Background: an optimization exercise with open tools, aiming at small area and few clock cycles per item. Do not read the settings as production practice.
Only simulation tests tie the RTL to the original design; equivalence was not proved.
Power and IR drop assume default switching activity.

File: flow/design.v
module icache_sa #(
  parameter int unsigned SETS        = 8,
  parameter int unsigned WAYS        = 4,
  parameter int unsigned BLOCK_WORDS = 4
) (
  input  logic        CLK,
  input  logic        nRST,
  input  logic        imemREN,
  input  logic [31:0] imemaddr,
  input  logic        iflush,
  output logic        ihit,
  output logic [31:0] imemload,
  output logic        iREN,
  output logic [31:0] iaddr,
  input  logic        iwait,
  input  logic [31:0] iload
);
  localparam int unsigned OFF  = $clog2(BLOCK_WORDS);
  localparam int unsigned IDX  = $clog2(SETS);
  localparam int unsigned TAGW = 30 - OFF - IDX;
  localparam int unsigned OFFW = (OFF > 0) ? OFF : 1;
  localparam int unsigned WAYW = (WAYS > 1) ? $clog2(WAYS) : 1;
  typedef enum logic [0:0] {StIdle, StFill} state_e;
  state_e            state_q, state_d;
  logic [OFFW-1:0]   cnt_q, cnt_d;
  logic [TAGW-1:0]   base_tag_q, base_tag_d;
  logic [IDX-1:0]    base_idx_q, base_idx_d;
  logic [WAYW-1:0]   victim_q, victim_d;
  logic [SETS-1:0]   valid_q [WAYS];
  logic [WAYW-1:0]   age_q   [WAYS][SETS];
  logic [TAGW-1:0]   tag_q   [WAYS][SETS];
  logic [31:0]       data_q  [WAYS][SETS][BLOCK_WORDS];
  logic [IDX-1:0]    req_idx;
  logic [OFFW-1:0]   req_off;
  logic [TAGW-1:0]   req_tag;
  logic              hit_any, hit;
  logic [WAYW-1:0]   hit_way, victim, max_age;
  logic              found_invalid;
  logic              fill_done;
  logic              lru_en;
  logic [IDX-1:0]    lru_idx;
  logic [WAYW-1:0]   lru_way;
  int unsigned       lru_old;
  logic [31:0]       fill_addr;
  logic              unused_byte_bits;
  assign unused_byte_bits = ^imemaddr[1:0];
  always_comb begin
    req_off = '0;
    if (OFF > 0) req_off = imemaddr[2 +: OFFW];
  end
  assign req_idx = imemaddr[2+OFF +: IDX];
  assign req_tag = imemaddr[31 -: TAGW];
  always_comb begin
    hit_any = 1'b0;
    hit_way = '0;
    for (int w = 0; w < WAYS; w++) begin
      if (valid_q[w][req_idx] && tag_q[w][req_idx] == req_tag) begin
        hit_any = 1'b1;
        hit_way = WAYW'(w);
      end
    end
  end
  assign hit = imemREN && (state_q == StIdle) && !iflush && hit_any;
  always_comb begin
    victim        = '0;
    max_age       = '0;
    found_invalid = 1'b0;
    for (int w = 0; w < WAYS; w++) begin
      if (!found_invalid && !valid_q[w][req_idx]) begin
        victim        = WAYW'(w);
        found_invalid = 1'b1;
      end
    end
    if (!found_invalid) begin
      for (int w = 0; w < WAYS; w++) begin
        if (age_q[w][req_idx] > max_age) begin
          max_age = age_q[w][req_idx];
          victim  = WAYW'(w);
        end
      end
    end
  end
  always_comb begin
    state_d    = state_q;
    cnt_d      = cnt_q;
    base_tag_d = base_tag_q;
    base_idx_d = base_idx_q;
    victim_d   = victim_q;
    fill_done  = 1'b0;
    if (iflush) begin
      state_d = StIdle;
      cnt_d   = '0;
    end else begin
      unique case (state_q)
        StIdle: begin
          if (imemREN && !hit_any) begin
            state_d    = StFill;
            base_tag_d = req_tag;
            base_idx_d = req_idx;
            victim_d   = victim;
          end
        end
        StFill: begin
          if (!iwait) begin
            if (cnt_q == OFFW'(BLOCK_WORDS - 1)) begin
              fill_done = 1'b1;
              cnt_d     = '0;
              state_d   = StIdle;
            end else begin
              cnt_d = cnt_q + 1'b1;
            end
          end
        end
        default: state_d = StIdle;
      endcase
    end
  end
  always_comb begin
    lru_en  = hit || fill_done;
    lru_idx = hit ? req_idx : base_idx_q;
    lru_way = hit ? hit_way : victim_q;
    if (hit) begin
      lru_old = 32'(age_q[hit_way][req_idx]);
    end else if (valid_q[victim_q][base_idx_q]) begin
      lru_old = 32'(age_q[victim_q][base_idx_q]);
    end else begin
      lru_old = WAYS;
    end
  end
  always_ff @(posedge CLK or negedge nRST) begin
    if (!nRST) begin
      state_q    <= StIdle;
      cnt_q      <= '0;
      base_tag_q <= '0;
      base_idx_q <= '0;
      victim_q   <= '0;
      for (int w = 0; w < WAYS; w++) begin
        valid_q[w] <= '0;
        for (int s = 0; s < SETS; s++) age_q[w][s] <= '0;
      end
    end else begin
      state_q    <= state_d;
      cnt_q      <= cnt_d;
      base_tag_q <= base_tag_d;
      base_idx_q <= base_idx_d;
      victim_q   <= victim_d;
      if (iflush) begin
        for (int w = 0; w < WAYS; w++) begin
          valid_q[w] <= '0;
          for (int s = 0; s < SETS; s++) age_q[w][s] <= '0;
        end
      end else if (lru_en) begin
        if (fill_done) valid_q[victim_q][base_idx_q] <= 1'b1;
        for (int w = 0; w < WAYS; w++) begin
          if (WAYW'(w) == lru_way) begin
            age_q[w][lru_idx] <= '0;
          end else if (32'(age_q[w][lru_idx]) < lru_old) begin
            age_q[w][lru_idx] <= age_q[w][lru_idx] + 1'b1;
          end
        end
      end
    end
  end
  always_ff @(posedge CLK) begin
    if (state_q == StFill && !iwait) begin
      data_q[victim_q][base_idx_q][cnt_q] <= iload;
    end
    if (fill_done) begin
      tag_q[victim_q][base_idx_q] <= base_tag_q;
    end
  end
  assign fill_addr = {base_tag_q, base_idx_q, {(OFF + 2){1'b0}}} + (32'(cnt_q) << 2);
  assign ihit     = hit;
  assign imemload = hit ? data_q[hit_way][req_idx][req_off] : 32'h0;
  assign iREN     = (state_q == StFill);
  assign iaddr    = (state_q == StFill) ? fill_addr : 32'h0;
endmodule
File: flow/run.sh
#!/bin/bash
# synth_recipe.tcl (not shown) runs the flow's synth.tcl, then flattens the netlist and writes it again
# the make line also repeats each setting of config.mk as NAME=value (left out here)
make -C /OpenROAD-flow-scripts/flow DESIGN_CONFIG=/design/flow/config.mk WORK_HOME=/design/flow/orfs CLKGATE_MAP_FILE= SYNTH_SCRIPT=/design/flow/synth_recipe.tcl finish
File: flow/config.mk
export PLATFORM = sky130hd
export DESIGN_NAME = icache_sa
export DESIGN_NICKNAME = icache_sa
export VERILOG_FILES = /design/flow/design.v
export SDC_FILE = /design/flow/constraint.sdc
export NUM_CORES = 8
export LEC_CHECK = 0
export CAP_MARGIN = 20
export CORE_MARGIN = 2
export CORE_UTILIZATION = 45
export PLACE_DENSITY = 0.6
export SLEW_MARGIN = 20
File: flow/constraint.sdc
create_clock -name core_clock -period 9.0 [get_ports {CLK}]
set_input_delay 1.8000 -clock core_clock [delete_from_list [all_inputs] [get_ports {CLK}]]
set_output_delay 1.8000 -clock core_clock [all_outputs]
set_load 0.01 [all_outputs]
==> run notes <==
==> power breakdown <==
part           switching, W  total (W)  internal (W)
Combinational       0.00222    0.00343       0.00121
Sequential         0.000247     0.0262        0.0260
Clock               0.00915     0.0215        0.0123
==> metrics by stage <==
stage | worst slack, ns | setup TNS, ns | utilization, %
after floorplan | 0.920 | 0 | -
after global placement | -0.0565 | -0.0565 | 48.1
after detailed placement | -0.0648 | -0.0648 | 48.1
after CTS | 0.0105 | 0 | 52.0
after global routing | 0.0000613 | 0 | 52.0
final | 0.0932 | 0 | 52.0
==> synthesized netlist by cell type, drive strengths merged, types with 29 or more instances <==
library cell	number	share of area [%]
and2	66	0.21
inv	74	0.14
nand4	44	0.14
a22oi	36	0.14
edfxtp	4896	74
mux2	166	0.95
mux2i	275	1.4
a2bb2oi	50	0.22
a222oi	29	0.15
o21ai	102	0.26
clkbuf	354	0.67
nand3	46	0.12
nand2	239	0.45
buf	182	0.53
nor2b	30	0.095
a211oi	38	0.14
a21oi	171	0.43
xor2	58	0.26
mux4	1301	15
nor2	367	0.70
nor3	59	0.15
dfrtp	129	1.6
xnor2	37	0.16
o22ai	110	0.37
==> layout make-up <==
type / instances / area (um2) / area share [%]
Sequential cell: 5025 / 150000 / 66.0
Multi-Input combinational cell: 3545 / 45800 / 20.1
Clock buffer: 645 / 13900 / 6.13
Tap cell: 5757 / 7200 / 3.17
Timing Repair Buffer: 765 / 6980 / 3.07
Clock inverter: 305 / 3030 / 1.33
Inverter: 77 / 294 / 0.129
Antenna cell: 17 / 42.5 / 0.0187
==> state kept, by name, summed over array words and instances, names as in the netlist <==
signal,flops
valid_q,32
age_q,64
cnt_q,2
state_q,1
base_idx_q,3
data_q,4096
tag_q,800
victim_q,2
base_tag_q,25
==> cells by family (layout without fill, tap and decap cells) <==
group	after synthesis	after routing	share of synthesized area [%]
xor+xnor	95	95	0.421
flops	5025	5025	76.1
simple gates	948	948	2.23
buf+inv	613	1792	1.35
fa+ha+maj	17	17	0.108
mux	1742	1742	17.2
compound gates	741	741	2.62
other cells	1	19	0.00190
==> routing by layer <==
metal	global-route usage, %	wire length, um
met5	0	10
met4	9.19	22000
met3	4.66	52600
met2	41.8	281000
met1	36.7	232000
==> path summary, 6_finish.rpt <==
check	startpoint	end	slack, ns	cells after the start
hold / removal	age_q[19][1]	age_q[19][1]	0.51	1
setup reg to reg	tag_q[27][18]	age_q[1][1]	2.86	21
max in group asynchronous	nRST	age_q[3][0]	6.68	2
min in group asynchronous	nRST	base_tag_q[14]	0.85	1
setup / recovery	imemaddr[5]	imemload[16]	0.09	20
hold reg to reg	age_q[19][1]	age_q[19][1]	0.51	1
==> timing repair <==
item	in CTS	in global routing
resized for setup	1	12
hold buffers	0	0
setup buffers	0	2
setup endpoints to repair	2	20
pin swaps	1	2
gates cloned	0	1
==> critical path: cells and delay by family <==
| kind | cells | cell delay [ns] |
|---|---|---|
| buffers and inverters | 8 | 2.05 |
| muxes | 1 | 0.56 |
| xor gates and xnor gates | 1 | 0.26 |
| AOI/OAI and AO/OA | 5 | 1.02 |
| and+or+nand+nor | 5 | 1.34 |
==> summary.md <==
| Metric | Value |
|---|---|
| Outcome | complete, no violations |
| Worst vdd ir | roughly 0.22 mV |
| Cells after synthesis | approximately 9k |
| Via count | around 100k |
| Pins Over Slew Limit | 0 |
| Pin count of the biggest net entering global routing | 100 |
| Vias in the first global route | about 100k |
| Placed Area | 210000 um2 |
| Final HPWL DP | approximately 350000 um |
| CP Class | in2out |
| Routed WL | 588000 um |
| Total CTS buffers | around 530 |
| CTS max path bufs | 4 |
| Commonest non-fill, non-tap cell in the layout | edfxtp_1 |
| Crit Path Max Fanout | 34 |
| Htree depth | 6 |
| Fin cells | about 16k |
| RePlAce Congestion | slightly above 0.9 |
| Worst Setup End Kind | output pin |
| Starting Density | a little under half |
| Min Hold Slack | a little over 0.5 ns |
| Minimum clock period | between 8 and 9 ns |
| Final-layout fill cell count | roughly 34k |
| Wirelength per Cell | about 36 um |
| Async set-reset flop share out of synthesis | approximately 2.6% |
| Pwr Density | 225 nW/um2 |
| Tot Pwr | 0.0511 W |
| DR iter-0 viols | about 14k |
| Leak pwr | 72.0 nW |
| Synth unique cells | 97 |
| Most frequent cells in the layout | edfxtp_1, mux4_2, buf_4 |
| Top_reg_cell synth | edfxtp_1 |
| Setup-failing EPs final | 0 |
| Initial antenna violation count | 33 |
| First-pass GRT wire length | 813000 um |
| Number of synthesized flops with an enable pin | just under 5k |
| TritonCTS clock tree | yes |
| CP arrival | roughly 7.1 ns |
| Placed insts | ~15k |
| Nets | 10.0k |
| Syn-to-layout area delta | 15.2% |
| Final Hold Viols | 0 |
| Die Y | 666 um |
| I/O pins | 135 |
| Clock Latency Late Sink | ~1.1 ns |
| Total gr overflow | 0 |
| Std cell rows | between 200 and 250 |
| Die width | between 600 and 700 um |
| Worst-margin pin slew | ~1.1 ns |
| Fin Clk Skew | 0.0709 ns |
| Syn Area/Cell | approximately 22 um2 |
| Clock slew at reported path FFs | roughly 0.06 ns |
| Req. time, crit path | 7.20 ns |
| Register bit total from synthesis | about 5k |
| Worst hold-check path type | reg2reg |
| Post-route cell area | about 230000 um2 |
| Core Box Area | roughly 440000 um2 |
| F_max | between 100 and 150 MHz |
| Clk sinks | 5025 |
| DR DRC count | 0 |
| Crit-path slowest cell | mux4_2 |
| Tcrit/Tclk final | ~100% |
| Pre-antenna DRT Iters | 6 |
| Worst path max stage delay | around 0.56 ns |
| Startpoint types | primary input |
| Gr usage total | 26.3% |
| Layout cell share with drive strength beyond 1 | ~30% |
| Sequential area share after synthesis | 76.1% |
| Via density | 6.27 |
| Clk root buf | clkbuf_16 |
| Die ar. | ~440000 um2 |
| Unrepaired setup endpoints after global routing | false |
| Max-Cap Viols | 0 |
| Routed Antenna Nets | 0 |
| YS warnings | 3 |
| Slew HR | about a quarter |
| Synth Cell Area | about 200000 um2 |
| CP cell instances | buf_8, buf_12, nand3b_1, buf_4, o22ai_1, a221oi_1, xnor2_1, nand4_1, nor4_2, nand2_1, o21ai_4, buf_12, buf_4, buf_4, mux4_2, o21ai_0, nor2_1, o21a_1, buf_12, clkdlybuf4s50_1 |
| # port buffers | 130 |
Testbench counts, summed over its fixed seeds: cycles 1,698,635, fetches 320,000.

==> separate check: timing with driven ports <==
Ports are ideal in the flow. The routed layout listed here was re-timed in OpenROAD. Step 1 assumes that a clkbuf_16 drives the clock port and a buf_2 every other input. Step 2 moves the port delays by t, midway between the first and last clock arrival at a register: inputs arrive t later, outputs are due t later. That takes back most of the time a late clock gives input paths. Slacks: ideal / step 1 / step 2; pairs: ideal / step 1.
shift t [ns]: 1.160
setup WS [ns]: 0.093 / 0.040 / 0.040
worst setup path after step 2: input to output
worst register clock-pin slew, ns: 0.07 / 0.07
worst data-port slew with drivers (ns): 0.16
After both steps this run still meets setup and hold. The setup slack of this run moves by -0.053 ns with the drivers and by -0.053 ns with both steps.
